Context: an optimization exercise on an open-source flow, tuned for small area. The choices shown serve that exercise and are no tape-out recipe.
RTL that was checked went through simulation tests only; none was proved equivalent to the original.
Only the layout flow was run in runs 3 to 5; the RTL was not checked for function there.
Power is estimated from default activity; no workload was simulated.

### design/flow/config.mk
export PLATFORM = sky130hd
export DESIGN_NAME = cpu_mem_stage
export DESIGN_NICKNAME = cpu_mem_stage
export VERILOG_FILES = /design/flow/design.v
export SDC_FILE = /design/flow/constraint.sdc
export NUM_CORES = 4
export LEC_CHECK = 0
export CAP_MARGIN = 20
export CORE_MARGIN = 2
export CORE_UTILIZATION = 55
export PLACE_DENSITY = 0.75
export SLEW_MARGIN = 20
export SYNTH_HIERARCHICAL = 1
export SYNTH_MINIMUM_KEEP_SIZE = 0
### design/flow/constraint.sdc
create_clock -name core_clock -period 7.0 [get_ports {clk}]
set_input_delay 1.4000 -clock core_clock [delete_from_list [all_inputs] [get_ports {clk}]]
set_output_delay 1.4000 -clock core_clock [all_outputs]
set_load 0.01 [all_outputs]
### design/flow/design.v
module cpu_mem_stage #(
    parameter int WIDTH = 32,
    parameter int DEPTH = 32
) (
    input  logic             clk,
    input  logic             rst,
    input  logic             in_valid,
    input  logic             stall,
    input  logic [WIDTH-1:0] out_alu,
    input  logic [WIDTH-1:0] rdata2,
    input  logic             is_write_mem,
    input  logic             is_read_mem,
    input  logic [1:0]       mem_size,
    input  logic             is_unsigned,
    input  logic [4:0]       rd_in,
    input  logic             is_write_reg_in,
    output logic             out_valid,
    output logic [WIDTH-1:0] out_wb,
    output logic [WIDTH-1:0] out_memory,
    output logic [4:0]       rd_out,
    output logic             is_write_reg_out,
    output logic             misaligned
);
    localparam int IDX_W = $clog2(DEPTH);
    logic [DEPTH-1:0][31:0] mem;
    logic                   vld;
    logic                   ld_q;
    logic [IDX_W-1:0] idx;
    logic [1:0]       lane;
    logic             sz_byte;
    logic             sz_half;
    logic             addr_bad;
    logic             active;
    logic             mis;
    logic             ld_op;
    logic             store_en;
    logic             load_en;
    logic [31:0]      rd_word;
    logic [7:0]       byte_sel;
    logic [15:0]      half_sel;
    logic [31:0]      load_ext;
    logic [31:0]      load_data;
    logic [3:0]       wr_be;
    logic [31:0]      wr_data;
    logic [WIDTH-1:0] wb_next;
    assign idx     = out_alu[IDX_W+1:2];
    assign lane    = out_alu[1:0];
    assign sz_byte = (mem_size == 2'b00);
    assign sz_half = (mem_size == 2'b01);
    assign addr_bad = (sz_half & lane[0]) | (~sz_byte & ~sz_half & (lane != 2'b00));
    assign active   = in_valid & ~stall;
    assign mis      = active & (is_write_mem | is_read_mem) & addr_bad;
    assign ld_op    = is_read_mem & ~is_write_mem;
    assign store_en = active & is_write_mem & ~addr_bad;
    assign load_en  = in_valid & ld_op & ~addr_bad;
    localparam int NGRP = DEPTH / 3;
    localparam int NREM = DEPTH - 3 * NGRP;
    logic [DEPTH-1:0]             rsel;
    logic [31:0][NGRP-1:0]        rgrp_n;
    logic [31:0]                  rrem;
    always_comb begin
        for (int w = 0; w < DEPTH; w++) begin
            rsel[w] = (idx == w[IDX_W-1:0]) & vld;
        end
    end
    for (genvar i = 0; i < 32; i++) begin : g_rbit
        for (genvar g = 0; g < NGRP; g++) begin : g_grp
            cms_aoi222 u_aoi (
                .a0(rsel[3*g]),   .b0(mem[3*g][i]),
                .a1(rsel[3*g+1]), .b1(mem[3*g+1][i]),
                .a2(rsel[3*g+2]), .b2(mem[3*g+2][i]),
                .y (rgrp_n[i][g])
            );
        end
        if (NREM == 2) begin : g_r2
            cms_ao22 u_ao (
                .a0(rsel[DEPTH-2]), .b0(mem[DEPTH-2][i]),
                .a1(rsel[DEPTH-1]), .b1(mem[DEPTH-1][i]),
                .y (rrem[i])
            );
        end else if (NREM == 1) begin : g_r1
            assign rrem[i] = rsel[DEPTH-1] & mem[DEPTH-1][i];
        end else begin : g_r0
            assign rrem[i] = 1'b0;
        end
        assign rd_word[i] = ~&rgrp_n[i] | rrem[i];
    end
    always_comb begin
        case (lane)
            2'd0:    byte_sel = rd_word[7:0];
            2'd1:    byte_sel = rd_word[15:8];
            2'd2:    byte_sel = rd_word[23:16];
            default: byte_sel = rd_word[31:24];
        endcase
        half_sel = lane[1] ? rd_word[31:16] : rd_word[15:0];
        if (sz_byte) begin
            load_ext = {{24{~is_unsigned & byte_sel[7]}}, byte_sel};
        end else if (sz_half) begin
            load_ext = {{16{~is_unsigned & half_sel[15]}}, half_sel};
        end else begin
            load_ext = rd_word;
        end
    end
    assign load_data = load_ext & {32{load_en}};
    assign wb_next   = load_data | (out_alu & {WIDTH{in_valid & ~ld_op}});
    always_comb begin
        wr_be   = 4'b1111;
        wr_data = rdata2;
        if (sz_byte) begin
            wr_be   = 4'b0001 << lane;
            wr_data = {4{rdata2[7:0]}};
        end else if (sz_half) begin
            wr_be   = lane[1] ? 4'b1100 : 4'b0011;
            wr_data = {2{rdata2[15:0]}};
        end
        for (int b = 0; b < 4; b++) begin
            if (!wr_be[b]) wr_data[8*b +: 8] = rd_word[8*b +: 8];
        end
    end
    logic [DEPTH-1:0]           wen;
    logic [DEPTH-1:0]           whold;
    logic [DEPTH-1:0][31:0]     mem_d;
    always_comb begin
        for (int w = 0; w < DEPTH; w++) begin
            wen[w]   = store_en & (idx == w[IDX_W-1:0]);
            whold[w] = vld & ~wen[w];
        end
    end
    for (genvar w = 0; w < DEPTH; w++) begin : g_ww
        for (genvar i = 0; i < 32; i++) begin : g_wb
            cms_ao22 u_ao (
                .a0(wen[w]),   .b0(wr_data[i]),
                .a1(whold[w]), .b1(mem[w][i]),
                .y (mem_d[w][i])
            );
        end
    end
    always_ff @(posedge clk) begin
        mem <= mem_d;
    end
    always_ff @(posedge clk or posedge rst) begin
        if (rst) begin
            vld <= 1'b0;
        end else if (store_en) begin
            vld <= 1'b1;
        end
    end
    always_ff @(posedge clk or posedge rst) begin
        if (rst) begin
            out_valid        <= 1'b0;
            out_wb           <= '0;
            ld_q             <= 1'b0;
            rd_out           <= 5'd0;
            is_write_reg_out <= 1'b0;
            misaligned       <= 1'b0;
        end else if (!stall) begin
            out_valid        <= in_valid;
            out_wb           <= wb_next;
            ld_q             <= load_en;
            rd_out           <= rd_in;
            is_write_reg_out <= in_valid & is_write_reg_in & ~mis;
            misaligned       <= mis;
        end
    end
    assign out_memory = out_wb & {WIDTH{ld_q}};
endmodule
module cms_aoi222 (
    input  logic a0, b0, a1, b1, a2, b2,
    output logic y
);
    assign y = ~((a0 & b0) | (a1 & b1) | (a2 & b2));
endmodule
module cms_ao22 (
    input  logic a0, b0, a1, b1,
    output logic y
);
    assign y = (a0 & b0) | (a1 & b1);
endmodule
### design/flow/flow/run.sh
#!/bin/bash
# The standard ORFS flow (standard.sh), with two changes:
#  - the port buffers are the smallest buffer, sky130_fd_sc_hd__buf_1;
#  - clock tree synthesis uses clkbuf_16, clusters up to 26 sinks per leaf
#    buffer and adds no dummy loads.
# ORFS writes each step's full log under orfs/logs/; make's own output goes to
# flow_make.log in this folder.
set -euo pipefail
export BUFFER_PORTS_ARGS="-buffer_cell sky130_fd_sc_hd__buf_1"
export CTS_ARGS="-sink_clustering_enable -repair_clock_nets -dont_use_dummy_load -buf_list sky130_fd_sc_hd__clkbuf_16 -sink_clustering_size 26 -sink_clustering_max_diameter 70"
bash standard.sh finish > flow_make.log 2>&1
### design/flow/standard.sh
#!/bin/bash
# synth_recipe.tcl (not shown) runs the flow's synth.tcl, then flattens the netlist and writes it again
# the make line also repeats each setting of config.mk as NAME=value (left out here)
make -C /OpenROAD-flow-scripts/flow DESIGN_CONFIG=/design/flow/config.mk WORK_HOME=/design/flow/orfs CLKGATE_MAP_FILE= SYNTH_SCRIPT=/design/flow/synth_recipe.tcl "${@:-finish}"
==> results of run 1 <==
routing by layer:
metal | up-vias | routed length [um]
met5 | - | 79
met4 | 6 | 10400
met3 | 625 | 21600
met2 | 2868 | 60600
met1 | 16800 | 52000
li1 | 13900 | -
critical path: stages:
cell and delay, ps:
buf_1 260, nor2b_1 340, nand3_1 280, nor2_2 890, buf_4 450, a222oi_1 140, nand4b_1 430, nor3_1 150
a21oi_2 860, buf_4 450, a22o_1 200
worst max path at each step:
stage                          start          endpoint  slack (ps)  cells after the start
after global routing      out_alu[3]  mem[872]$_DFF_P_        1610                     11
after floorplan           out_alu[6]  mem[103]$_DFF_P_        1530                      9
final                     out_alu[3]  mem[712]$_DFF_P_        1690                     11
after detailed placement  out_alu[6]  mem[584]$_DFF_P_        1190                     10
after global placement    out_alu[6]  mem[750]$_DFF_P_        1280                     10
after CTS                 out_alu[6]  mem[840]$_DFF_P_        1830                     10
through the flow:
stage	setup slack (ps)	cell area, um2
after detailed placement	1190	40800
after CTS	1830	42100
after floorplan	1530	37800
after global routing	1610	42200
after global placement	1280	40700
final	1690	42200
logic make-up after synthesis:
group | Yosys count
AOI/OAI and AO/OA | 1556
buffers and inverters | 51
DFF | 1066
muxes | 28
and+or+nand+nor | 394
synthesized netlist by cell type (12+ instances only):
library cell  number
o21ai_1           27
nand3_1           41
nor4_1            20
a22o_1          1056
nand2_1           62
o211ai_1          13
nor2_1            85
mux2i_1           23
nand2b_1          13
a222oi_1         320
dfxtp_1         1024
a21oi_1           13
a311oi_1          12
o21ai_0           42
nand4b_1          32
clkbuf_1          39
and2_1            40
nor3_1            19
dfrtp_1           42
nand4_1           35
o21a_1            16
nor2b_1           26
a22oi_1           32
modules after synthesis, one instance, submodules excluded:
module / copies in the design / flops+latches / cells / cell area (um2)
cms_aoi222: 320 / 0 / 1 / 10.0
cms_ao22: 1056 / 0 / 1 / 8.76
cpu_mem_stage: 1 / 1066 / 1719 / 25400
cell type report:
class | count | area (um2) | area share (%)
Sequential cell | 1066 | 21600 | 51.1
Multi-Input combinational cell | 1978 | 16500 | 39.1
Timing Repair Buffer | 289 | 1750 | 4.16
Clock buffer | 50 | 1250 | 2.97
Tap cell | 882 | 1100 | 2.62
Inverter | 3 | 12.5 | 0.0297
Antenna cell | 2 | 5.00 | 0.0119
state kept, by name, indices dropped and copies added, names as in the netlist:
name,flops
mem,1024
out_wb,32
rd_out,5
is_write_reg_out,1
ld_q,1
misaligned,1
out_valid,1
vld,1
power groups by stage:
stage,sequential [mW],combinational [mW],clock (mW)
after CTS,6.24,0.842,3.15
after global routing,6.26,0.916,3.34
final,6.25,0.901,3.15
after floorplan,6.37,0.419,0
after global placement,6.37,0.810,0
after detailed placement,6.38,0.839,0
==> metrics.yaml, run 1 <==
pwr_density_cell_mw_per_mm2: 244
p_total_mw: 10.3
power_frac_comb_pct: 8.7
grt_pass1_vias: 32600
port-buffer-count: 150
grt_util_met1_pct: 50.4
synth_largest_area_cell: "dfxtp_1"
grt_setup_unrepaired: "false"
synth_ff_type: "dfxtp_1"
root_buffer: "clkbuf_16"
finalNonFillerCells: 4270
cp.required_ps: 7590
cts_hold_buf: 0
worstMarginPinSlew_ps: 1190
path_class: "in2reg"
synth_compound_area_share_pct: 36.1
via_per_inst: 7.99
cts_tree: "yes"
slew_violations: 0
synthSimpleGateAreaFrac_pct: 5.60
yosys.area_share.xor_xnor_pct: 0
final_common_cell: "a22o_1"
grt_start_max_net_pins: 44
wl_um: 145000
grt_overflow: 0
post-route-period-util_pct: 75.9
worst-r2r-setup-slack_ps: 1900
die_h_um: 266
cts_resized: 0
die-width_um: 266
p_switching_mw: 2.63
r2r-end: "mem[712]$_DFF_P_"
timing.hold.ws_ps: 474
yosysSeqAreaShare_pct: 57.0
final_util_pct: 61.7
cts_max_path_buffers: 3
clkSlewWorstSetupHoldPaths_ps: 90
grt_usage_pct: 39.3
num_rows: 96
cts_setup_buffers: 0
layout_common_cells: "1056 x a22o_1, 1024 x dfxtp_1, 320 x a222oi_1"
antenna_left: 0
area_growth_syn_to_layout_pct: 11.6
hold_violations: 0
drt_iter0_markers: 6494
slew_headroom_pct: 20.7
ys_warn_count: 7
setup_viol: 0
io_pins: 151
synthMuxAreaShare_pct: 0.758
antenna_found_initial: 5
pwr-share-clk_pct: 30.6
drc: 0
synth_top_area_share_pct: 54.2
fill_cells: 5378
grt.busiest_layer: "met2"
final_layout_size_suffix_gt1_share_pct: 9.60
period_minus_slack_ps: 5310
critPathLaunchType: "input port"
syn_nets: 3174
status: "finished clean"
r2r-start: "vld$_DFFE_PP0P_"
worstPathArrival_ps: 5900
ys_ff_latch: 1066
p_leak_nw: 15.6
cts_buffers: 50
grt_pass1_wl_um: 212000
met2_usage_pct: 57.1
h-tree-depth: 2
die_area_mm2: 0.0709
grtUsageMet3_pct: 13.5
rr_worst_depth: 10
clk_latency_ps: 660
synth_fa_ha_area_share_pct: 0
avgRoutedWirePerCell_um: 33.9
internal_power_mw: 7.67
yosysUniqueCellTypes: 46
min_path_cells: 1
power_frac_seq_pct: 60.7
cap_violations: 0
async_flop_share_pct: 3.94
post-place-cells: 4214
nets: 3467
syn_area_mm2: 0.0378
start_util_pct: 55.3
core_area_mm2: 0.0683
vias: 34100
critPathMaxFanout: 20
syn_area_per_cell_um2: 12.2
hpwl_um: 87900
synth_area_leaders: "dfxtp_1 54%, a22o_1 24%, a222oi_1 8.5%, dfrtp_1 2.8%, nor2_1 0.84%"
setup_tns_ps: 0
syn_inst: 3095
achievable-frequency_mhz: 188
synth_top_family_by_area: "compound AO/OA/AOI/OAI gates"
holdCritPathClass: "reg2reg"
irDropWorstVdd_uv: 225
clock_sinks: 1066
min_delay_worst_endpoint: "mem[341]$_DFF_P_"
swShare_pct: 25.5
cp-end-kind: "flop"
gp_congestion: 1.01
hold_start: "mem[341]$_DFF_P_"
first_pass_iters: 15
finClkSkew_ps: 65.8
synth_edf_count: 0
==> run 2, diff against run 1 <==
--- a/design/flow/config.mk
+++ b/design/flow/config.mk
@@ -8,7 +8,6 @@
 export CAP_MARGIN = 20
 export CORE_MARGIN = 2
 export CORE_UTILIZATION = 55
-export PLACE_DENSITY = 0.75
 export SLEW_MARGIN = 20
 export SYNTH_HIERARCHICAL = 1
 export SYNTH_MINIMUM_KEEP_SIZE = 0
==> run 2 against run 1 <==
Highest routed layer unchanged. Register-to-register slack gained 490 ps. Global-route usage up 1.0 points. Largest power group unchanged. Synthesized cell count stayed put. Worst hold slack about the same. Sequential share of layout area fell by 0.21 points. Non-clock buffer count grew 4. Combinational power grew 0.8%. Clock-buffer cell count up 2. Via count decreased by 1.9%. Cell area rose by 0.41%.
==> metrics.yaml, run 2 <==
h-tree-depth: 2
root_buffer: "clkbuf_16"
critPathMaxFanout: 23
yosysUniqueCellTypes: 46
slew_headroom_pct: 19.8
path_class: "in2reg"
yosysSeqAreaShare_pct: 57.0
slew_violations: 0
hold_violations: 0
syn_area_mm2: 0.0378
drt_iter0_markers: 5804
clock_sinks: 1066
finalNonFillerCells: 4277
achievable-frequency_mhz: 188
clk_latency_ps: 660
antenna_left: 0
p_switching_mw: 2.65
port-buffer-count: 150
io_pins: 151
grt_pass1_vias: 32000
wl_um: 149000
final_layout_size_suffix_gt1_share_pct: 9.55
fin_ws_ps: 1690
via_per_inst: 7.82
internal_power_mw: 7.72
irDropWorstVdd_uv: 198
cts_resized: 0
syn_area_per_cell_um2: 12.2
vias: 33500
grt_usage_pct: 40.4
grt_overflow: 0
cp-end-kind: "flop"
cts_max_path_buffers: 3
cts_buffers: 52
power_frac_seq_pct: 60.2
final_common_cell: "a22o_1"
nets: 3473
r2r-start: "vld$_DFFE_PP0P_"
syn_inst: 3095
dp_slack_ps: 1230
power_frac_comb_pct: 8.8
hold_start: "mem[570]$_DFF_P_"
drc: 0
hpwl_um: 91900
die_area_mm2: 0.0709
swShare_pct: 25.6
cts_setup_buffers: 0
gp_congestion: 0.918
worstMarginPinSlew_ps: 1200
antenna_found_initial: 8
cts_hold_buf: 0
area_growth_syn_to_layout_pct: 12.0
ys_warn_count: 7
num_rows: 96
ys_ff_latch: 1066
grt_pass1_wl_um: 215000
largest_reg_flops: 1024
setup_tns_ps: 0
synth_top_area_share_pct: 54.2
cap_violations: 0
pwr_density_cell_mw_per_mm2: 245
largestRegisters: "mem: 1024 flops, out_wb: 32 flops, rd_out: 5 flops"
start_util_pct: 55.3
clkSlewWorstSetupHoldPaths_ps: 70
crit_start: "out_alu[6]"
syn_nets: 3174
regMostFlops: "mem"
worstPathArrival_ps: 5830
finClkSkew_ps: 61.9
holdCritPathClass: "reg2reg"
status: "finished clean"
synth_common_cells: "1056 x a22o_1, 1024 x dfxtp_1, 320 x a222oi_1"
layout_common_cells: "1056 x a22o_1, 1024 x dfxtp_1, 320 x a222oi_1"
yosysMostFrequentCell: "a22o_1"
cp.required_ps: 7510
synth_edf_count: 0
first_pass_iters: 7
synth_area_leaders: "dfxtp_1 54%, a22o_1 24%, a222oi_1 8.5%, dfrtp_1 2.8%, nor2_1 0.84%"
post-place-cells: 4215
synth_ff_type: "dfxtp_1"
pwr-share-clk_pct: 31.0
period_minus_slack_ps: 5310
core_area_mm2: 0.0683
critPathLaunchType: "input port"
grt_start_max_net_pins: 44
die-width_um: 266
post-route-period-util_pct: 75.9
setup_viol: 0
async_flop_share_pct: 3.94
cts_tree: "yes"
p_leak_nw: 15.7
avgRoutedWirePerCell_um: 34.8
grt_setup_unrepaired: "false"
die_h_um: 266
synth_largest_area_cell: "dfxtp_1"
==> run 2: cell type report <==
type / instances / area, um2
Inverter: 3 / 11.3
Fill cell: 5441 / 26000
Timing Repair Buffer: 293 / 1800
Tap cell: 882 / 1100
Sequential cell: 1066 / 21600
Multi-Input combinational cell: 1978 / 16600
Antenna cell: 3 / 7.51
Clock buffer: 52 / 1300
==> run 2: worst paths after layout <==
check | cells after the start | slack, ps | to
worst max-delay path | 10 | 1690 | mem[317]$_DFF_P_
worst min-delay path | 1 | 470 | mem[570]$_DFF_P_
worst max register to register | 9 | 2390 | mem[317]$_DFF_P_
worst min register to register | 1 | 470 | mem[570]$_DFF_P_
max in group asynchronous | 2 | 5350 | out_wb[3]$_DFFE_PP0N_
min in group asynchronous | 2 | 970 | out_wb[27]$_DFFE_PP0N_
==> run 2: per-module statistics from Yosys (local to each module, per instance) <==
module,cells,flops+latches
cms_ao22,1,0
cpu_mem_stage,1719,1066
cms_aoi222,1,0
==> run 2: stage by stage <==
stage | util (%) | power (mW) | area (um2) | hold slack (ps)
2_1_floorplan | - | 6.79 | 37800 | 438
3_3_place_gp | 59.7 | 7.21 | 40800 | 450
3_5_place_dp | 59.8 | 7.23 | 40900 | 453
4_1_cts | 61.7 | 10.3 | 42200 | 473
5_1_grt | 62.0 | 10.6 | 42300 | 479
6_report | 62.0 | 10.4 | 42400 | 474
==> run 2: worst max-delay path: stages <==
cell	delay, ps
buf_1	220
nand2b_1	880
nor2_2	470
buf_4	380
a222oi_1	410
nand4b_1	400
nor3_1	770
mux2i_4	260
buf_4	340
a22o_1	250
==> run 2: power groups by stage <==
stage	Combinational [mW]	Clock, mW	Sequential (mW)
5_1_grt	0.928	3.44	6.26
3_3_place_gp	0.834	0	6.37
3_5_place_dp	0.854	0	6.38
6_report	0.908	3.22	6.25
4_1_cts	0.856	3.23	6.24
2_1_floorplan	0.419	0	6.37
==> run 2: logic make-up (layout without fill, tap and decap cells) <==
group           after synthesis  in the layout  share of synthesized area, %
compound gates             1556           1556                          36.1
buf+inv                      51            348                         0.579
flops                      1066           1066                          57.0
mux                          28             28                         0.758
other cells                   0              3                             0
simple gates                394            394                          5.60
==> run 2: metal layers <==
metal	track usage, %	vias to the layer above	routed length [um]
li1	-	13900	-
met1	53.1	16700	56700
met2	60.2	2401	64600
met3	11.5	428	19000
met4	21.4	10	8380
met5	0	-	61
==> run 3, diff against run 2 <==
--- a/design/flow/design.v
+++ b/design/flow/design.v
@@ -39,7 +39,6 @@
     logic [7:0]       byte_sel;
     logic [15:0]      half_sel;
     logic [31:0]      load_ext;
-    logic [31:0]      load_data;
     logic [3:0]       wr_be;
     logic [31:0]      wr_data;
     logic [WIDTH-1:0] wb_next;
@@ -101,8 +100,17 @@
             load_ext = rd_word;
         end
     end
-    assign load_data = load_ext & {32{load_en}};
-    assign wb_next   = load_data | (out_alu & {WIDTH{in_valid & ~ld_op}});
+    logic wb_ld, wb_alu;
+    assign wb_ld  = ~stall & load_en;
+    assign wb_alu = ~stall & in_valid & ~ld_op;
+    for (genvar i = 0; i < WIDTH; i++) begin : g_wb
+        cms_ao222 u_ao (
+            .a0(stall),  .b0(out_wb[i]),
+            .a1(wb_ld),  .b1(load_ext[i]),
+            .a2(wb_alu), .b2(out_alu[i]),
+            .y (wb_next[i])
+        );
+    end
     always_comb begin
         wr_be   = 4'b1111;
         wr_data = rdata2;
@@ -147,15 +155,20 @@
     end
     always_ff @(posedge clk or posedge rst) begin
         if (rst) begin
+            out_wb           <= '0;
+        end else begin
+            out_wb           <= wb_next;
+        end
+    end
+    always_ff @(posedge clk or posedge rst) begin
+        if (rst) begin
             out_valid        <= 1'b0;
-            out_wb           <= '0;
             ld_q             <= 1'b0;
             rd_out           <= 5'd0;
             is_write_reg_out <= 1'b0;
             misaligned       <= 1'b0;
         end else if (!stall) begin
             out_valid        <= in_valid;
-            out_wb           <= wb_next;
             ld_q             <= load_en;
             rd_out           <= rd_in;
             is_write_reg_out <= in_valid & is_write_reg_in & ~mis;
@@ -176,3 +189,9 @@
 );
     assign y = (a0 & b0) | (a1 & b1);
 endmodule
+module cms_ao222 (
+    input  logic a0, b0, a1, b1, a2, b2,
+    output logic y
+);
+    assign y = (a0 & b0) | (a1 & b1) | (a2 & b2);
+endmodule
==> run 3 against run 2 <==
Still clean on timing, DRC and antenna. Fmax is 1.7% lower. Non-clock buffer count increased by 28. Sequential cell count unchanged. Critical path type unchanged. Critical endpoint is now mem[366]$_DFF_P_. Highest routed layer unchanged.
==> metrics.yaml, run 3 <==
status: "finished clean"
syn_area_mm2: 0.0377
r2r-end: "mem[634]$_DFF_P_"
pwr_density_cell_mw_per_mm2: 245
antenna_found_initial: 5
die-width_um: 266
min_delay_worst_endpoint: "mem[226]$_DFF_P_"
finClkSkew_ps: 89.5
path_class: "in2reg"
slew_violations: 0
power_frac_comb_pct: 8.7
hpwl_um: 95100
largest_reg_flops: 1024
avgRoutedWirePerCell_um: 35.6
slew_headroom_pct: 14.2
synthMuxAreaShare_pct: 1.03
first_pass_iters: 10
cpMostUsedCell: "buf_4"
clock_sinks: 1066
root_buffer: "clkbuf_16"
crit_chain: "buf_1 > inv_1 > nand2_1 > buf_4 > nor2_2 > buf_4 > a222oi_1 > nand4b_1 > nor3_1 > a21oi_4 > buf_4 > a22o_1"
syn_nets: 3116
ys_ff_latch: 1066
cpMaxStageDelayCell: "nor3_1"
synth_ff_type: "dfxtp_1"
yosysUniqueCellTypes: 46
grt_setup_unrepaired: "false"
p_switching_mw: 2.66
clk_latency_ps: 680
pwr-share-clk_pct: 30.9
grt_start_max_net_pins: 44
worstPathArrival_ps: 5940
syn_inst: 3037
synth_top_area_share_pct: 54.4
cts_tree: "yes"
via_per_inst: 7.87
cts_resized: 0
achievable-frequency_mhz: 185
ys_warn_count: 7
syn_area_per_cell_um2: 12.4
regMostFlops: "mem"
drc: 0
holdCritPathClass: "reg2reg"
p_leak_nw: 16.1
critPathMaxFanout: 21
layout_common_cells: "1057 x a22o_1, 1024 x dfxtp_1, 352 x a222oi_1"
yosys.area_share.xor_xnor_pct: 0
synth_edf_count: 0
antenna_left: 0
core_area_mm2: 0.0675
yosysMostFrequentCell: "a22o_1"
synth_area_leaders: "dfxtp_1 54%, a22o_1 25%, a222oi_1 9.3%, dfrtp_1 2.8%, nor2_1 0.94%"
cp.required_ps: 7540
grt_pass1_vias: 31900
grt_overflow: 0
wl_um: 152000
port-buffer-count: 150
async_flop_share_pct: 3.94
finalNonFillerCells: 4256
swShare_pct: 25.5
internal_power_mw: 7.78
critPathLaunchType: "input port"
io_pins: 151
cap_violations: 0
p_total_mw: 10.4
h-tree-depth: 2
largestRegisters: "mem: 1024 flops, out_wb: 32 flops, rd_out: 5 flops"
area_growth_syn_to_layout_pct: 13.0
worst-r2r-setup-slack_ps: 1810
cts_buffers: 52
irDropWorstVdd_uv: 264
yosysSeqAreaShare_pct: 57.2
grt_usage_pct: 41.4
power_frac_seq_pct: 60.4
cts_max_path_buffers: 3
rr_worst_depth: 12
clkSlewWorstSetupHoldPaths_ps: 90
vias: 33500
cts_hold_buf: 0
nets: 3461
hold_start: "mem[226]$_DFF_P_"
gp_congestion: 0.994
hold_violations: 0
cp-end-kind: "flop"
cts_setup_buffers: 0
r2r-start: "vld$_DFFE_PP0P_"
min_path_cells: 1
die_area_mm2: 0.0706
drt_iter0_markers: 6062
cp_slowest_stage_delay_ps: 850
synth_largest_area_cell: "dfxtp_1"
synthSimpleGateAreaFrac_pct: 5.08
period_minus_slack_ps: 5400
synth_top_family_by_area: "compound AO/OA/AOI/OAI gates"
die_h_um: 266
final_common_cell: "a22o_1"
synth_fa_ha_area_share_pct: 0
post-route-period-util_pct: 77.2
grt_pass1_wl_um: 220000
num_rows: 95
synth_compound_area_share_pct: 35.9
setup_tns_ps: 0
worstMarginPinSlew_ps: 1280
setup_viol: 0
post-place-cells: 4198
synth_common_cells: "1057 x a22o_1, 1024 x dfxtp_1, 352 x a222oi_1"
final_layout_size_suffix_gt1_share_pct: 11.2
start_util_pct: 55.8
-- run 3: cell count changes in the layout (fill, tap and decap cells not counted), moves of 13 or more --
cell / change
o21ai_1: -25
nor2b_2: +18
a222oi_1: +32
buf_4: +28
nand2_1: -33
o2111ai_1: +13
o21a_1: -14
o211ai_1: -13
a21oi_4: +14
inv_1: +33
a22oi_1: -30
nor4_1: -20
o21ai_0: -13
-- run 3: worst max-delay path by stage --
stage	startpoint	endpoint	slack (ps)	cells after the start
floorplan	out_alu[6]	mem[130]$_DFF_P_	1630	9
global placement	out_alu[6]	mem[249]$_DFF_P_	1130	10
detailed placement	out_alu[6]	mem[697]$_DFF_P_	1110	11
CTS	out_alu[6]	mem[633]$_DFF_P_	1770	11
global route	out_alu[6]	out_wb[3]$_DFF_PP0_	1640	12
finish	out_alu[6]	mem[366]$_DFF_P_	1600	12
-- run 3: cell type report --
| type | count | area (um2) |
|---|---|---|
| clock buffers | 52 | 1300 |
| well taps | 873 | 1090 |
| fillers | 5335 | 24900 |
| flip-flops and latches | 1066 | 21600 |
| diodes | 3 | 7.51 |
| inverters | 37 | 139 |
| repair buffers | 321 | 2000 |
| multi-input cells | 1904 | 16500 |
-- run 3: critical path, delay by kind of cell --
family | cells | cell delay [ps]
buffers and inverters | 5 | 1320
AO/OA/AOI/OAI | 3 | 1200
AND/OR/NAND/NOR | 4 | 1970
-- run 3: cells by family (layout without fill, tap and decap cells) --
kind of cell / count (synthesis) / after routing
AO/OA/AOI/OAI: 1514 / 1514
flip-flops: 1066 / 1066
AND/OR/NAND/NOR: 353 / 353
buffers and inverters: 67 / 410
multiplexers: 37 / 37
other: 0 / 3
-- run 3: metrics by stage --
step / setup WS, ps / hold WS [ps] / instance area [um2] / utilization, %
floorplan: 1630 / 438 / 37700 / -
global placement: 1130 / 450 / 41100 / 60.9
detailed placement: 1110 / 451 / 41200 / 61.0
CTS: 1770 / 469 / 42500 / 62.9
global route: 1640 / 485 / 42600 / 63.1
finish: 1600 / 468 / 42600 / 63.1
-- run 3: power by group through the flow --
stage / combinational, mW / sequential (mW) / clock, mW
2_1_floorplan: 0.418 / 6.41 / 0
3_3_place_gp: 0.835 / 6.43 / 0
3_5_place_dp: 0.860 / 6.43 / 0
4_1_cts: 0.862 / 6.29 / 3.25
5_1_grt: 0.930 / 6.31 / 3.45
6_report: 0.907 / 6.30 / 3.23
-- run 3: Yosys stat by module, one instance, submodules excluded --
module	cell area, um2	copies in the design	cells inside	flops+latches
cms_ao222	13.8	32	2	0
cpu_mem_stage	24800	1	1597	1066
cms_ao22	8.76	1056	1	0
cms_aoi222	10.0	320	1	0
-- run 3: metal layers --
layer	routed length (um)	vias to the layer above	global-route usage, %
met5	37	-	0
met4	9900	6	24.1
met3	18700	478	11.1
met2	65900	2396	61.9
met1	57200	16800	54.1
li1	-	13800	-
==> run 4, diff against run 3 <==
--- a/design/flow/config.mk
+++ b/design/flow/config.mk
@@ -8,6 +8,7 @@
 export CAP_MARGIN = 20
 export CORE_MARGIN = 2
 export CORE_UTILIZATION = 55
+export PLACE_DENSITY = 0.85
 export SLEW_MARGIN = 20
 export SYNTH_HIERARCHICAL = 1
 export SYNTH_MINIMUM_KEEP_SIZE = 0
==> run 4 against run 3 <==
Largest power group unchanged. Fmax decreased by 8.7%. Critical path depth unchanged. Worst hold slack improved by 2.3 ps. Clock-buffer cell count unchanged. Via count increased by 2.2%. Combinational power decreased by 0.8%. Clock power about the same. Cell area decreased by 0.94%. Largest cell class unchanged.
==> metrics.yaml, run 4 <==
hold_violations: 0
setup_tns_ps: 0
cp_top_family: "simple AND/OR/NAND/NOR gates"
cap_violations: 0
synth_edf_count: 0
cp_num_buf_inv: 4
ys_warn_count: 7
cts_buffers: 52
place_area_mm2: 0.0407
finClkSkew_ps: 113
cp_slowest_stage_delay_ps: 1080
grt_usage_pct: 40.0
post-route-period-util_pct: 84.6
grt_pass1_vias: 32600
timing.hold.ws_ps: 470
worstMarginPinSlew_ps: 1170
avgRoutedWirePerCell_um: 34.5
syn_nets: 3116
nets: 3440
p_leak_nw: 15.9
worstPathArrival_ps: 6470
achievable-frequency_mhz: 169
core_area_mm2: 0.0675
path_class: "in2reg"
die_h_um: 266
die-width_um: 266
slew_headroom_pct: 21.3
ys_ff_latch: 1066
die_area_mm2: 0.0706
grt_overflow: 0
antenna_found_initial: 12
synth_largest_area_cell: "dfxtp_1"
crit_chain: "buf_1 > inv_1 > nand2_1 > nor2_2 > buf_4 > a222oi_1 > nand4b_1 > nor3_1 > o22a_1 > o21ai_0 > a222oi_1 > inv_1"
port-buffer-count: 150
holdCritPathClass: "reg2reg"
vias: 34200
slew_violations: 0
yosysMostFrequentCell: "a22o_1"
gp_congestion: 1.02
critPathLaunchType: "input port"
area_growth_syn_to_layout_pct: 11.9
cts_tree: "yes"
pwr_density_cell_mw_per_mm2: 247
largest_reg_flops: 1024
irDropWorstVdd_uv: 195
fill_cells: 5183
period_minus_slack_ps: 5920
synth_ff_type: "dfxtp_1"
syn_area_mm2: 0.0377
cp-end-kind: "flop"
drt_iter0_markers: 7393
final_layout_size_suffix_gt1_share_pct: 10.7
fin_ws_ps: 1080
grt_start_max_net_pins: 43
post-place-cells: 4176
finalNonFillerCells: 4243
largestRegisters: "mem: 1024 flops, out_wb: 32 flops, rd_out: 5 flops"
regMostFlops: "mem"
drc: 0
h-tree-depth: 2
first_pass_iters: 14
cts_setup_buffers: 0
cpMaxStageDelayCell: "nor3_1"
antenna_left: 0
via_per_inst: 8.07
synth_top_area_share_pct: 54.4
cts_max_path_buffers: 3
clk_latency_ps: 680
synth_common_cells: "1057 x a22o_1, 1024 x dfxtp_1, 352 x a222oi_1"
yosysSeqAreaShare_pct: 57.2
grt_setup_unrepaired: "false"
root_buffer: "clkbuf_16"
dp_slack_ps: 1240
async_flop_share_pct: 3.94
cts_hold_buf: 0
synth_area_leaders: "dfxtp_1 54%, a22o_1 25%, a222oi_1 9.3%, dfrtp_1 2.8%, nor2_1 0.94%"
layout_common_cells: "1057 x a22o_1, 1024 x dfxtp_1, 352 x a222oi_1"
io_pins: 151
wl_um: 146000
clock_sinks: 1066
status: "finished clean"
critPathMaxFanout: 19
hpwl_um: 86900
cp.required_ps: 7550
setup_viol: 0
p_total_mw: 10.4
clkSlewWorstSetupHoldPaths_ps: 90
grt_pass1_wl_um: 214000
syn_inst: 3037
fin_area_mm2: 0.0422
multiInputGateArea_mm2: 0.0163
final_util_pct: 62.5
cts_resized: 0
yosysUniqueCellTypes: 46
num_rows: 95
final_common_cell: "a22o_1"
syn_area_per_cell_um2: 12.4
regArea_mm2: 0.0216
start_util_pct: 55.8
==> run 4: layout make-up <==
class                           count  area share (%)
Clock buffer                       52            3.08
Inverter                           37           0.329
Timing Repair Buffer              300            4.19
Tap cell                          873            2.59
Antenna cell                       11          0.0652
Multi-Input combinational cell   1904            38.7
Sequential cell                  1066            51.1
==> run 4: worst paths after layout <==
check	start	end	slack, ps	depth (start not counted)
max	out_alu[6]	out_wb[13]$_DFF_PP0_	1080	12
min	mem[482]$_DFF_P_	mem[482]$_DFF_P_	470	1
max reg2reg	vld$_DFFE_PP0P_	out_wb[13]$_DFF_PP0_	1790	10
min reg2reg	mem[482]$_DFF_P_	mem[482]$_DFF_P_	470	1
max in group asynchronous	rst	rd_out[2]$_DFFE_PP0N_	5440	3
min in group asynchronous	rst	out_wb[22]$_DFF_PP0_	950	3
==> run 4: cells by family (layout without fill, tap and decap cells) <==
| group | count (synthesis) | in the layout | share of synthesized area, % |
|---|---|---|---|
| simple gates | 353 | 353 | 5.08 |
| other cells | 0 | 11 | 0 |
| mux | 37 | 37 | 1.03 |
| buf+inv | 67 | 389 | 0.777 |
| flops | 1066 | 1066 | 57.2 |
| compound gates | 1514 | 1514 | 35.9 |
==> run 4: power by group <==
group	total (mW)	internal, mW	leakage (nW)	switching, mW
Clock	3.22	1.32	0.641	1.90
Combinational	0.900	0.230	6.50	0.670
Sequential	6.31	6.21	8.80	0.0979
==> run 4: layer usage <==
metal	share of wire [%]	wire, um	GRT usage (%)	vias to the layer above
met3	18	26300	19.7	778
met1	35	50600	49.6	16400
met5	0.17	254	2.22	-
met4	8.2	12100	26.5	15
met2	39	57000	54.3	3265
li1	-	-	-	13800
==> run 4: per-module statistics from Yosys (local to each module, per instance) <==
module	cells inside	flops+latches	area, um2	times used
cpu_mem_stage	1597	1066	24800	1
cms_aoi222	1	0	10.0	320
cms_ao222	2	0	13.8	32
cms_ao22	1	0	8.76	1056
==> run 5, diff against run 4 <==
==> design/flow/flow/run.sh (replaced) <==
#!/bin/bash
# The standard ORFS flow (standard.sh), with two changes:
#  - the port buffers are the smallest buffer, sky130_fd_sc_hd__buf_1;
#  - clock tree synthesis uses clkbuf_16, clusters up to 28 sinks per leaf
#    buffer and adds no dummy loads.
# ORFS writes each step's full log under orfs/logs/; make's own output goes to
# flow_make.log in this folder.
set -euo pipefail
export BUFFER_PORTS_ARGS="-buffer_cell sky130_fd_sc_hd__buf_1"
export CTS_ARGS="-sink_clustering_enable -repair_clock_nets -dont_use_dummy_load -buf_list sky130_fd_sc_hd__clkbuf_16 -sink_clustering_size 28 -sink_clustering_max_diameter 75"
bash standard.sh finish > flow_make.log 2>&1
==> design/flow/config.mk (replaced) <==
export PLATFORM = sky130hd
export DESIGN_NAME = cpu_mem_stage
export DESIGN_NICKNAME = cpu_mem_stage
export VERILOG_FILES = /design/flow/design.v
export SDC_FILE = /design/flow/constraint.sdc
export NUM_CORES = 4
export LEC_CHECK = 0
export CAP_MARGIN = 12
export CORE_MARGIN = 2
export CORE_UTILIZATION = 55
export PLACE_DENSITY = 0.75
export SLEW_MARGIN = 12
export SYNTH_HIERARCHICAL = 1
export SYNTH_MINIMUM_KEEP_SIZE = 0
==> run 5 against run 4 <==
Register-to-register slack lost 290 ps. Largest cell class unchanged. Utilization shrank 0.089 points. Sequential cell count is the same. Clock skew shrank 44 ps. Still clean. Cell area shrank 0.14%. Non-clock buffer count grew 10. Via count is essentially flat.
==> metrics.yaml, run 5 <==
hold_start: "mem[846]$_DFF_P_"
regArea_mm2: 0.0216
area_growth_syn_to_layout_pct: 11.8
largestRegisters: "mem: 1024 flops, out_wb: 32 flops, rd_out: 5 flops"
final_common_cell: "a22o_1"
via_per_inst: 8.07
r2r-start: "vld$_DFFE_PP0P_"
post-route-period-util_pct: 85.3
grt_pass1_vias: 32500
cts_setup_buffers: 0
syn_inst: 3037
clk_latency_ps: 660
wl_um: 153000
path_class: "in2reg"
first_pass_iters: 9
layout_common_cells: "1057 x a22o_1, 1024 x dfxtp_1, 352 x a222oi_1"
grt_overflow: 0
setup_viol: 0
gp_congestion: 1.00
grt_start_max_net_pins: 44
root_buffer: "clkbuf_16"
syn_area_mm2: 0.0377
syn_area_per_cell_um2: 12.4
largest_reg_flops: 1024
cap_violations: 0
cts_hold_buf: 0
vias: 34200
multiInputGateArea_mm2: 0.0163
yosysMostFrequentCell: "a22o_1"
grt_pass1_wl_um: 221000
slew_headroom_pct: 6.95
critPathMaxFanout: 16
synth_ff_type: "dfxtp_1"
grt_setup_unrepaired: "false"
cp.required_ps: 7530
start_util_pct: 55.8
min_path_cells: 1
drt_iter0_markers: 7414
grt.busiest_layer: "met2"
synth_edf_count: 0
avgRoutedWirePerCell_um: 36.2
pwr_density_cell_mw_per_mm2: 245
worst-r2r-setup-slack_ps: 1500
die-width_um: 266
worstPathArrival_ps: 6500
slew_violations: 0
period_minus_slack_ps: 5970
yosysUniqueCellTypes: 46
core_area_mm2: 0.0675
antenna_found_initial: 8
grt_util_met1_pct: 54.9
drc: 0
cts_resized: 0
met2_usage_pct: 60.2
io_pins: 151
synth_common_cells: "1057 x a22o_1, 1024 x dfxtp_1, 352 x a222oi_1"
timing.hold.ws_ps: 469
setup_tns_ps: 0
irDropWorstVdd_uv: 192
port-buffer-count: 150
achievable-frequency_mhz: 167
p_leak_nw: 15.9
hpwl_um: 95600
syn_nets: 3116
clkSlewWorstSetupHoldPaths_ps: 110
ys_ff_latch: 1066
ys_warn_count: 7
min_delay_worst_endpoint: "mem[846]$_DFF_P_"
num_rows: 95
nets: 3446
yosysSeqAreaShare_pct: 57.2
synth_largest_area_cell: "dfxtp_1"
regMostFlops: "mem"
cts_buffers: 48
final_layout_size_suffix_gt1_share_pct: 10.7
clock_sinks: 1066
h-tree-depth: 2
rr_worst_depth: 10
synth_top_area_share_pct: 54.4
worstMarginPinSlew_ps: 1390
status: "finished clean"
grt_usage_pct: 41.7
critPathLaunchType: "input port"
antenna_left: 0
finClkSkew_ps: 68.6
cp-end-kind: "flop"
synth_area_leaders: "dfxtp_1 54%, a22o_1 25%, a222oi_1 9.3%, dfrtp_1 2.8%, nor2_1 0.94%"
grtUsageMet3_pct: 14.5
die_h_um: 266
die_area_mm2: 0.0706
hold_violations: 0
r2r-end: "out_wb[5]$_DFF_PP0_"
fill_cells: 5226
cts_tree: "yes"
cts_max_path_buffers: 3
holdCritPathClass: "reg2reg"
async_flop_share_pct: 3.94
-- run 5: per-layer routing --
metal  wire length, um  vias to the layer above
met3             24600                      602
met5               270                        -
met4             10200                       10
li1                  -                    13800
met2             62700                     3072
met1             55600                    16800
-- run 5: worst max path at each step --
stage | startpoint | end | slack (ps) | cells past startpoint
2_1_floorplan | out_alu[6] | mem[130]$_DFF_P_ | 1630 | 9
3_3_place_gp | out_alu[6] | out_wb[4]$_DFF_PP0_ | 970 | 13
3_5_place_dp | out_alu[6] | out_wb[5]$_DFF_PP0_ | 890 | 13
4_1_cts | out_alu[6] | out_wb[5]$_DFF_PP0_ | 1480 | 13
5_1_grt | out_alu[6] | out_wb[5]$_DFF_PP0_ | 1110 | 13
6_report | out_alu[6] | out_wb[5]$_DFF_PP0_ | 1030 | 13
-- run 5: final cells by class --
class                           count  area share, %
Antenna cell                        1        0.00594
Clock buffer                       48           2.85
Inverter                           37          0.330
Multi-Input combinational cell   1904           38.6
Sequential cell                  1066           51.2
Tap cell                          873           2.59
Timing Repair Buffer              310           4.43
-- run 5: power breakdown --
part           switching, mW  leakage, nW  internal [mW]
logic                  0.672         6.54          0.232
clock network           1.88        0.592           1.23
registers             0.0993         8.80           6.21
total                   2.65         15.9           7.67
-- run 5: stage by stage --
step                      cells  setup slack, ps  area [um2]  utilization, %  power (mW)
after global placement     4186              973       40800            60.5        7.25
after CTS                  4236             1480       42100            62.3        10.2
after detailed placement   4188              895       40900            60.5        7.28
after global routing       4238             1110       42100            62.4        10.5
after floorplan            3037             1630       37700               -        6.83
final                      4239             1030       42100            62.4        10.3
-- run 5: logic make-up after synthesis --
logic type	Yosys count	share of synthesized area, %
compound gates	1514	35.9
simple gates	353	5.08
buf+inv	67	0.777
mux	37	1.03
flops	1066	57.2
-- run 5: modules after synthesis (local to each module, per instance) --
module | area [um2] | flops+latches | cells inside | copies in the design
cms_aoi222 | 10.0 | 0 | 1 | 320
cpu_mem_stage | 24800 | 1066 | 1597 | 1
cms_ao22 | 8.76 | 0 | 1 | 1056
cms_ao222 | 13.8 | 0 | 2 | 32
-- run 5: critical path, cell delays in order --
cell	delay, ps
buf_1	70
buf_4	160
inv_1	100
nand2_1	750
nor2_2	340
buf_4	260
a222oi_1	530
nand4_1	520
nor3_1	1240
mux2i_1	420
a211o_1	400
a222oi_1	230
inv_1	70
==> run 6, diff against run 5 <==
--- a/design/flow/design.v
+++ b/design/flow/design.v
@@ -39,6 +39,7 @@
     logic [7:0]       byte_sel;
     logic [15:0]      half_sel;
     logic [31:0]      load_ext;
+    logic [31:0]      load_data;
     logic [3:0]       wr_be;
     logic [31:0]      wr_data;
     logic [WIDTH-1:0] wb_next;
@@ -100,17 +101,8 @@
             load_ext = rd_word;
         end
     end
-    logic wb_ld, wb_alu;
-    assign wb_ld  = ~stall & load_en;
-    assign wb_alu = ~stall & in_valid & ~ld_op;
-    for (genvar i = 0; i < WIDTH; i++) begin : g_wb
-        cms_ao222 u_ao (
-            .a0(stall),  .b0(out_wb[i]),
-            .a1(wb_ld),  .b1(load_ext[i]),
-            .a2(wb_alu), .b2(out_alu[i]),
-            .y (wb_next[i])
-        );
-    end
+    assign load_data = load_ext & {32{load_en}};
+    assign wb_next   = load_data | (out_alu & {WIDTH{in_valid & ~ld_op}});
     always_comb begin
         wr_be   = 4'b1111;
         wr_data = rdata2;
@@ -155,20 +147,15 @@
     end
     always_ff @(posedge clk or posedge rst) begin
         if (rst) begin
+            out_valid        <= 1'b0;
             out_wb           <= '0;
-        end else begin
-            out_wb           <= wb_next;
-        end
-    end
-    always_ff @(posedge clk or posedge rst) begin
-        if (rst) begin
-            out_valid        <= 1'b0;
             ld_q             <= 1'b0;
             rd_out           <= 5'd0;
             is_write_reg_out <= 1'b0;
             misaligned       <= 1'b0;
         end else if (!stall) begin
             out_valid        <= in_valid;
+            out_wb           <= wb_next;
             ld_q             <= load_en;
             rd_out           <= rd_in;
             is_write_reg_out <= in_valid & is_write_reg_in & ~mis;
@@ -189,9 +176,3 @@
 );
     assign y = (a0 & b0) | (a1 & b1);
 endmodule
-module cms_ao222 (
-    input  logic a0, b0, a1, b1, a2, b2,
-    output logic y
-);
-    assign y = (a0 & b0) | (a1 & b1) | (a2 & b2);
-endmodule
--- a/design/flow/config.mk
+++ b/design/flow/config.mk
@@ -5,10 +5,10 @@
 export SDC_FILE = /design/flow/constraint.sdc
 export NUM_CORES = 4
 export LEC_CHECK = 0
-export CAP_MARGIN = 12
+export CAP_MARGIN = 20
 export CORE_MARGIN = 2
 export CORE_UTILIZATION = 55
 export PLACE_DENSITY = 0.75
-export SLEW_MARGIN = 12
+export SLEW_MARGIN = 20
 export SYNTH_HIERARCHICAL = 1
 export SYNTH_MINIMUM_KEEP_SIZE = 0
==> run 6 against run 5 <==
Critical endpoint is now mem[904]$_DFF_P_. Synthesized cell count is 1.9% higher. Clock-buffer cell count down 1. Critical path depth down 2. Still clean.
==> metrics.yaml, run 6 <==
critPathMaxFanout: 20
period_minus_slack_ps: 5340
cap_violations: 0
cp-end-kind: "flop"
final_common_cell: "a22o_1"
irDropWorstVdd_uv: 234
area_growth_syn_to_layout_pct: 11.4
syn_area_per_cell_um2: 12.2
cts_tree: "yes"
antenna_left: 0
cp_slowest_stage_delay_ps: 880
vias: 33900
yosysMostFrequentCell: "a22o_1"
fill_cells: 5380
ys_warn_count: 7
synth_largest_area_cell: "dfxtp_1"
timing.hold.ws_ps: 472
final_util_pct: 61.6
io_pins: 151
cp.required_ps: 7520
worst-r2r-setup-slack_ps: 1830
r2r-start: "vld$_DFFE_PP0P_"
setup_viol: 0
nets: 3464
dp_slack_ps: 1190
hpwl_um: 87900
synth_edf_count: 0
clk_latency_ps: 650
yosysUniqueCellTypes: 46
setup_tns_ps: 0
die_area_mm2: 0.0709
min_delay_worst_endpoint: "mem[904]$_DFF_P_"
synth_ff_type: "dfxtp_1"
final_layout_size_suffix_gt1_share_pct: 9.52
clock_sinks: 1066
finalNonFillerCells: 4267
slew_violations: 0
syn_inst: 3095
rr_worst_depth: 10
pwr_density_cell_mw_per_mm2: 243
die_h_um: 266
min_path_cells: 1
num_rows: 96
p_total_mw: 10.2
crit_chain: "buf_1 > nor2b_1 > nand3_1 > nor2_2 > buf_4 > a222oi_1 > nand4b_1 > nor3_1 > a21oi_2 > buf_4 > a22o_1"
p_leak_nw: 15.6
grt_pass1_vias: 32700
async_flop_share_pct: 3.94
fin_ws_ps: 1660
grt_setup_unrepaired: "false"
holdCritPathClass: "reg2reg"
cpMostUsedCell: "buf_4"
gp_congestion: 1.01
start_util_pct: 55.3
synth_top_area_share_pct: 54.2
cts_resized: 0
drc: 0
cts_setup_buffers: 0
path_class: "in2reg"
die-width_um: 266
regMostFlops: "mem"
status: "finished clean"
largestRegisters: "mem: 1024 flops, out_wb: 32 flops, rd_out: 5 flops"
largest_reg_flops: 1024
fin_area_mm2: 0.0421
cts_max_path_buffers: 3
cpMaxStageDelayCell: "nor2_2"
via_per_inst: 7.94
yosysSeqAreaShare_pct: 57.0
grt_pass1_wl_um: 213000
synth_common_cells: "1056 x a22o_1, 1024 x dfxtp_1, 320 x a222oi_1"
finClkSkew_ps: 74.4
cts_hold_buf: 0
syn_area_mm2: 0.0378
r2r-end: "mem[904]$_DFF_P_"
grt_start_max_net_pins: 44
slew_headroom_pct: 19.3
port-buffer-count: 150
clkSlewWorstSetupHoldPaths_ps: 40
worstMarginPinSlew_ps: 1210
grt_usage_pct: 39.4
hold_violations: 0
antenna_found_initial: 5
critPathLaunchType: "input port"
post-place-cells: 4214
drt_iter0_markers: 6133
h-tree-depth: 2
avgRoutedWirePerCell_um: 34.0
wl_um: 145000
achievable-frequency_mhz: 187
layout_common_cells: "1056 x a22o_1, 1024 x dfxtp_1, 320 x a222oi_1"
synth_area_leaders: "dfxtp_1 54%, a22o_1 24%, a222oi_1 8.5%, dfrtp_1 2.8%, nor2_1 0.84%"
post-route-period-util_pct: 76.3
worstPathArrival_ps: 5860
grt_overflow: 0
root_buffer: "clkbuf_16"
core_area_mm2: 0.0683
cts_buffers: 47
hold_start: "mem[904]$_DFF_P_"
place_area_mm2: 0.0408
ys_ff_latch: 1066
first_pass_iters: 10
syn_nets: 3174
-- run 6: cell types whose count changed in the layout (fill, tap and decap cells not counted), moves of 13 or more --
cell       change
a222oi_1      -32
nor4_1        +20
o21ai_0       +13
a22oi_1       +30
o21ai_1       +25
buf_4         -22
nand2_1       +33
nor2b_2       -16
inv_1         -32
o211ai_1      +13
o2111ai_1     -13
-- run 6: per-module statistics from Yosys (local to each module, per instance) --
module / cell area, um2 / flops+latches
cpu_mem_stage: 25400 / 1066
cms_aoi222: 10.0 / 0
cms_ao22: 8.76 / 0
-- run 6: worst max-delay path by stage --
stage                           from                to  cells past startpoint
after floorplan           out_alu[6]  mem[103]$_DFF_P_                      9
after global placement    out_alu[6]  mem[750]$_DFF_P_                     10
after detailed placement  out_alu[6]  mem[584]$_DFF_P_                     10
after CTS                 out_alu[6]  mem[904]$_DFF_P_                     10
after global routing      out_alu[3]  mem[872]$_DFF_P_                     11
final                     out_alu[3]  mem[904]$_DFF_P_                     11
-- run 6: critical path: cells and delay by family --
family                 cells  cell delay [ps]
and+or+nand+nor            5             2080
buffers and inverters      3             1160
AOI/OAI and AO/OA          3             1190
-- run 6: area by class of cell --
class / count / area, um2 / area share (%)
sequential: 1066 / 21600 / 51.2
tap: 882 / 1100 / 2.62
inverter: 3 / 12.5 / 0.0297
clock buffer: 47 / 1180 / 2.79
timing repair buffer: 289 / 1760 / 4.17
multi-input combinational: 1978 / 16500 / 39.2
antenna: 2 / 5.00 / 0.0119
-- run 6: cell families after synthesis --
logic type      share of synthesized area (%)
flops                                    57.0
buf+inv                                 0.579
compound gates                           36.1
simple gates                             5.60
mux                                     0.758
-- run 6: report_power, final --
group          internal [mW]  switching (mW)  leakage [nW]  total, mW
Clock                   1.21            1.86         0.579       3.07
Combinational          0.218           0.685          6.19      0.902
Sequential              6.18          0.0732          8.80       6.25
Total                   7.60            2.62          15.6       10.2
-- run 6: metal layers --
metal  wire length [um]  GRT usage, %  vias up
li1                   -             -    13900
met1              52600          50.2    16600
met2              60300          56.9     2813
met3              21400          14.1      630
met4              10800          24.6        4
met5                 27         0.762        -
==> run 7, diff against run 6 <==
--- a/design/flow/config.mk
+++ b/design/flow/config.mk
@@ -5,10 +5,10 @@
 export SDC_FILE = /design/flow/constraint.sdc
 export NUM_CORES = 4
 export LEC_CHECK = 0
-export CAP_MARGIN = 20
+export CAP_MARGIN = 12
 export CORE_MARGIN = 2
 export CORE_UTILIZATION = 55
 export PLACE_DENSITY = 0.75
-export SLEW_MARGIN = 20
+export SLEW_MARGIN = 12
 export SYNTH_HIERARCHICAL = 1
 export SYNTH_MINIMUM_KEEP_SIZE = 0
==> run 7 against run 6 <==
Fmax down 4.3%. Sequential cell count unchanged. Final cell count unchanged. Critical path type unchanged.
==> metrics.yaml, run 7 <==
path_class: "in2reg"
final_layout_size_suffix_gt1_share_pct: 9.41
syn_area_mm2: 0.0378
grt_pass1_wl_um: 211000
gp_congestion: 1.01
syn_nets: 3174
final_common_cell: "a22o_1"
setup_tns_ps: 0
route.met3.wl_um: 21700
irDropWorstVdd_uv: 250
die-width_um: 266
largestRegisters: "mem: 1024 flops, out_wb: 32 flops, rd_out: 5 flops"
root_buffer: "clkbuf_16"
cts_hold_buf: 0
cp.required_ps: 7520
synth_edf_count: 0
timing.hold.ws_ps: 475
cts_setup_buffers: 0
clkSlewWorstSetupHoldPaths_ps: 80
core_area_mm2: 0.0683
fill_cells: 5338
cp-end-kind: "flop"
first_pass_iters: 20
critPathLaunchType: "input port"
dp_slack_ps: 1220
syn_inst: 3095
synth_top_area_share_pct: 54.2
worstMarginPinSlew_ps: 1380
period_minus_slack_ps: 5580
swShare_pct: 25.5
via_per_inst: 7.97
met1Wirelength_um: 52000
antenna_found_initial: 4
final_util_pct: 61.5
grt_pass1_vias: 32400
largest_reg_flops: 1024
avgRoutedWirePerCell_um: 33.8
start_util_pct: 55.3
cts_resized: 0
power_frac_seq_pct: 61.3
post-route-period-util_pct: 79.7
p_leak_nw: 15.5
setup_viol: 0
die_h_um: 266
cap_violations: 0
grt_start_max_net_pins: 44
status: "finished clean"
regMostFlops: "mem"
slew_headroom_pct: 7.58
cts_tree: "yes"
pwr_density_cell_mw_per_mm2: 242
achievable-frequency_mhz: 179
ys_warn_count: 7
internal_power_mw: 7.59
yosysMostFrequentCell: "a22o_1"
num_rows: 96
drt_iter0_markers: 6704
fin_ws_ps: 1420
die_area_mm2: 0.0709
finClkSkew_ps: 71.6
critPathMaxFanout: 32
vias: 34000
pwr-share-clk_pct: 30.0
io_pins: 151
synth_area_leaders: "dfxtp_1 54%, a22o_1 24%, a222oi_1 8.5%, dfrtp_1 2.8%, nor2_1 0.84%"
grt_overflow: 0
synth_largest_area_cell: "dfxtp_1"
ys_ff_latch: 1066
maxUsedRoutingLayer: "met5"
area_growth_syn_to_layout_pct: 11.1
power_frac_comb_pct: 8.7
holdCritPathClass: "reg2reg"
yosysUniqueCellTypes: 46
hold_violations: 0
layout_common_cells: "1056 x a22o_1, 1024 x dfxtp_1, 320 x a222oi_1"
dr_wl_met2_um: 60300
p_switching_mw: 2.60
h-tree-depth: 2
worstPathArrival_ps: 6100
syn_area_per_cell_um2: 12.2
clock_sinks: 1066
grt_usage_pct: 39.0
yosysSeqAreaShare_pct: 57.0
slew_violations: 0
wl_um: 144000
cts_buffers: 47
drc: 0
synth_ff_type: "dfxtp_1"
clk_latency_ps: 650
hpwl_um: 87600
port-buffer-count: 150
async_flop_share_pct: 3.94
grt_setup_unrepaired: "false"
p_total_mw: 10.2
antenna_left: 0
cts_max_path_buffers: 3
synth_common_cells: "1056 x a22o_1, 1024 x dfxtp_1, 320 x a222oi_1"
nets: 3461
[run 7: cell counts after synthesis]
Identical to the previous run, type by type.
[run 7: worst paths after layout]
path	startpoint	to	slack (ps)	cells after the start
worst max-delay path	out_alu[6]	mem[209]$_DFF_P_	1420	11
worst min-delay path	mem[242]$_DFF_P_	mem[242]$_DFF_P_	480	1
worst max register to register	vld$_DFFE_PP0P_	mem[782]$_DFF_P_	1730	10
worst min register to register	mem[242]$_DFF_P_	mem[242]$_DFF_P_	480	1
max in group asynchronous	rst	out_wb[9]$_DFFE_PP0N_	5290	2
min in group asynchronous	rst	out_wb[22]$_DFFE_PP0N_	1010	2
[run 7: final cells by class]
cell class / count / area, um2 / area share, %
antenna: 5 / 12.5 / 0.0298
timing repair buffer: 286 / 1670 / 3.98
clock buffer: 47 / 1180 / 2.80
inverter: 3 / 11.3 / 0.0268
tap: 882 / 1100 / 2.63
multi-input combinational: 1978 / 16500 / 39.2
sequential: 1066 / 21600 / 51.3
[run 7: modules after synthesis (local to each module, per instance)]
module	cell area, um2	times used	flip-flops and latches
cms_aoi222	10.0	320	0
cpu_mem_stage	25400	1	1066
cms_ao22	8.76	1056	0
[run 7: logic make-up (layout without fill, tap and decap cells)]
kind of cell	count (synthesis)	count (layout)	synth area share (%)
AO/OA/AOI/OAI	1556	1556	36.1
multiplexers	28	28	0.758
AND/OR/NAND/NOR	394	394	5.60
other	0	5	0
buffers and inverters	51	336	0.579
flip-flops	1066	1066	57.0
[run 7: per-stage QoR]
| step | instances | cell area, um2 |
|---|---|---|
| 3_5_place_dp | 4212 | 40700 |
| 2_1_floorplan | 3095 | 37800 |
| 4_1_cts | 4259 | 41900 |
| 3_3_place_gp | 4212 | 40700 |
| 6_report | 4267 | 42000 |
| 5_1_grt | 4262 | 42000 |
[run 7: worst max-delay path, cell delays in order]
cell	delay (ps)
buf_1	200
nand2b_1	890
nor2_2	480
buf_4	390
a222oi_1	1050
nand4_1	400
or3_1	530
nand2_1	100
o21ai_2	50
buf_4	290
a22o_1	280
[run 7: power by group through the flow]
stage	logic (mW)	registers (mW)	clock network, mW
2_1_floorplan	0.419	6.37	0
3_3_place_gp	0.810	6.37	0
3_5_place_dp	0.830	6.38	0
4_1_cts	0.833	6.24	3.06
5_1_grt	0.903	6.26	3.26
6_report	0.887	6.25	3.05
[run 7: per-layer routing]
layer	vias to the layer above	global-route usage, %
met4	8	23.3
met1	16700	50.3
met3	597	13.7
met5	-	1.04
met2	2902	56.2
li1	13900	-
==> run 8, diff against run 7 <==
--- a/design/flow/config.mk
+++ b/design/flow/config.mk
@@ -8,7 +8,7 @@
 export CAP_MARGIN = 12
 export CORE_MARGIN = 2
 export CORE_UTILIZATION = 55
-export PLACE_DENSITY = 0.75
+export PLACE_DENSITY = 0.8
 export SLEW_MARGIN = 12
 export SYNTH_HIERARCHICAL = 1
 export SYNTH_MINIMUM_KEEP_SIZE = 0
==> run 8 against run 7 <==
Cell area rose by 0.19%. Sequential power barely moved. Register-to-register slack improved by 120 ps. Clock skew increased by 40 ps. Largest cell class unchanged.
==> metrics.yaml, run 8 <==
status: "finished clean"
critPathMaxFanout: 23
async_flop_share_pct: 3.94
die-width_um: 266
grt_usage_pct: 38.8
final_layout_size_suffix_gt1_share_pct: 9.45
grtUsageMet3_pct: 13.5
grt_start_max_net_pins: 43
slew_headroom_pct: 12.8
port-buffer-count: 150
cap_violations: 0
cts_max_path_buffers: 3
ys_ff_latch: 1066
setup_viol: 0
clock_sinks: 1066
grt.busiest_layer: "met2"
synth_common_cells: "1056 x a22o_1, 1024 x dfxtp_1, 320 x a222oi_1"
synth_area_leaders: "dfxtp_1 54%, a22o_1 24%, a222oi_1 8.5%, dfrtp_1 2.8%, nor2_1 0.84%"
io_pins: 151
root_buffer: "clkbuf_16"
via_per_inst: 7.99
worst-r2r-setup-slack_ps: 1850
p_leak_nw: 15.6
final_util_pct: 61.6
vias: 34100
pwr_density_cell_mw_per_mm2: 243
antenna_found_initial: 4
irDropWorstVdd_uv: 211
cts_buffers: 47
hold_violations: 0
grt_util_met1_pct: 49.8
grt_overflow: 0
p_total_mw: 10.2
grt_setup_unrepaired: "false"
cts_resized: 0
largest_reg_flops: 1024
largestRegisters: "mem: 1024 flops, out_wb: 32 flops, rd_out: 5 flops"
regMostFlops: "mem"
worstMarginPinSlew_ps: 1310
ys_warn_count: 7
cp.required_ps: 7560
wl_um: 144000
start_util_pct: 55.3
crit_start: "out_alu[4]"
grt_pass1_wl_um: 210000
die_area_mm2: 0.0709
gp_congestion: 0.983
die_h_um: 266
finalNonFillerCells: 4270
yosysUniqueCellTypes: 46
drt_iter0_markers: 6863
dp_slack_ps: 1270
antenna_left: 0
worstPathArrival_ps: 6010
yosysSeqAreaShare_pct: 57.0
fin_area_mm2: 0.0421
syn_area_per_cell_um2: 12.2
endpoint: "mem[622]$_DFF_P_"
fin_ws_ps: 1550
nets: 3468
rr_worst_depth: 10
setup_tns_ps: 0
cp-end-kind: "flop"
num_rows: 96
clk_latency_ps: 650
post-place-cells: 4215
syn_area_mm2: 0.0378
period_minus_slack_ps: 5450
hpwl_um: 87600
h-tree-depth: 2
timing.hold.ws_ps: 471
finClkSkew_ps: 112
fill_cells: 5210
drc: 0
synth_largest_area_cell: "dfxtp_1"
r2r-start: "vld$_DFFE_PP0P_"
holdCritPathClass: "reg2reg"
slew_violations: 0
syn_nets: 3174
first_pass_iters: 10
synth_ff_type: "dfxtp_1"
synth_edf_count: 0
core_area_mm2: 0.0683
yosysMostFrequentCell: "a22o_1"
r2r-end: "mem[622]$_DFF_P_"
clkSlewWorstSetupHoldPaths_ps: 60
syn_inst: 3095
area_growth_syn_to_layout_pct: 11.3
grt_pass1_vias: 32700
avgRoutedWirePerCell_um: 33.6
met2_usage_pct: 56.1
cts_setup_buffers: 0
post-route-period-util_pct: 77.9
critPathLaunchType: "input port"
place_area_mm2: 0.0407
achievable-frequency_mhz: 183
final_common_cell: "a22o_1"
path_class: "in2reg"
cts_tree: "yes"
synth_top_area_share_pct: 54.2
cts_hold_buf: 0
layout_common_cells: "1056 x a22o_1, 1024 x dfxtp_1, 320 x a222oi_1"
## run 8: worst min path at each step
stage,cells after the start,startpoint,to
floorplan,1,mem[0]$_DFF_P_,mem[0]$_DFF_P_
global placement,1,mem[124]$_DFF_P_,mem[124]$_DFF_P_
detailed placement,1,mem[300]$_DFF_P_,mem[300]$_DFF_P_
CTS,1,mem[489]$_DFF_P_,mem[489]$_DFF_P_
global route,1,mem[904]$_DFF_P_,mem[904]$_DFF_P_
finish,1,mem[584]$_DFF_P_,mem[584]$_DFF_P_
## run 8: power by group
part	switching (mW)	internal, mW	total [mW]
Combinational	0.686	0.218	0.904
Clock	1.85	1.21	3.05
Sequential	0.0770	6.18	6.25
Total	2.61	7.60	10.2
## run 8: layer usage
layer,wire length (um),part of all wire (%),vias to the layer above
met1,50800,35,16500
met3,23400,16,647
met5,29,0.020,-
li1,-,-,13900
met4,10200,7.1,4
met2,59300,41,3080
## run 8: cells by family (layout without fill, tap and decap cells)
logic type | after synthesis | after routing | synth area share [%]
other | 0 | 1 | 0
buffers and inverters | 51 | 343 | 0.579
multiplexers | 28 | 28 | 0.758
AO/OA/AOI/OAI | 1556 | 1556 | 36.1
flip-flops | 1066 | 1066 | 57.0
AND/OR/NAND/NOR | 394 | 394 | 5.60
## run 8: worst max-delay path: stages
cell,delay [ps]
buf_1,300
nor2b_1,330
nand2_1,350
nor2_2,1100
a222oi_1,290
nand4b_1,450
nor3_1,230
a21oi_2,890
buf_4,450
a22o_1,210
## run 8: modules after synthesis (local to each module, per instance)
module	area [um2]	times used	flip-flops and latches	cells inside
cpu_mem_stage	25400	1	1066	1719
cms_aoi222	10.0	320	0	1
cms_ao22	8.76	1056	0	1
## run 8: cell type report
class / count / area (um2) / share of cell area, %
clock buffer: 47 / 1180 / 2.79
multi-input combinational: 1978 / 16500 / 39.1
antenna: 1 / 2.50 / 0.00594
inverter: 3 / 11.3 / 0.0268
timing repair buffer: 293 / 1770 / 4.21
sequential: 1066 / 21600 / 51.2
tap: 882 / 1100 / 2.62

[port drivers added, routing unchanged]
Ports are ideal in the flow. The routed layouts listed here were re-timed in OpenROAD. Step 1 assumes that a clkbuf_16 drives the clock port and a buf_2 every other input. Step 2 moves the port delays by t, midway between the first and last clock arrival at a register: inputs arrive t later, outputs are due t later. That takes back most of the time a late clock gives input paths. Three values: no drivers, after step 1, after step 2; two values: the first two.
run	t, ns	setup WS [ns]	slew at the worst register clock pin (ns)	worst data-port slew with drivers (ns)
run 1	0.693	1.689 / 1.623 / 0.930	0.11 / 0.11	0.15
run 2	0.695	1.688 / 1.665 / 0.970	0.10 / 0.10	0.15
run 3	0.709	1.598 / 1.634 / 0.925	0.11 / 0.11	0.08
run 4	0.685	1.081 / 1.117 / 0.431	0.11 / 0.11	0.18
run 5	0.686	1.030 / 1.054 / 0.367	0.11 / 0.11	0.14
run 6	0.676	1.661 / 1.592 / 0.915	0.11 / 0.11	0.14
run 7	0.677	1.423 / 1.410 / 0.733	0.11 / 0.11	0.15
run 8	0.661	1.547 / 1.475 / 0.814	0.11 / 0.11	0.13
After both steps setup and hold are still met in every run listed. The setup slack of run 1, which loses most, moves by -0.066 ns with the drivers and by -0.759 ns with both steps.
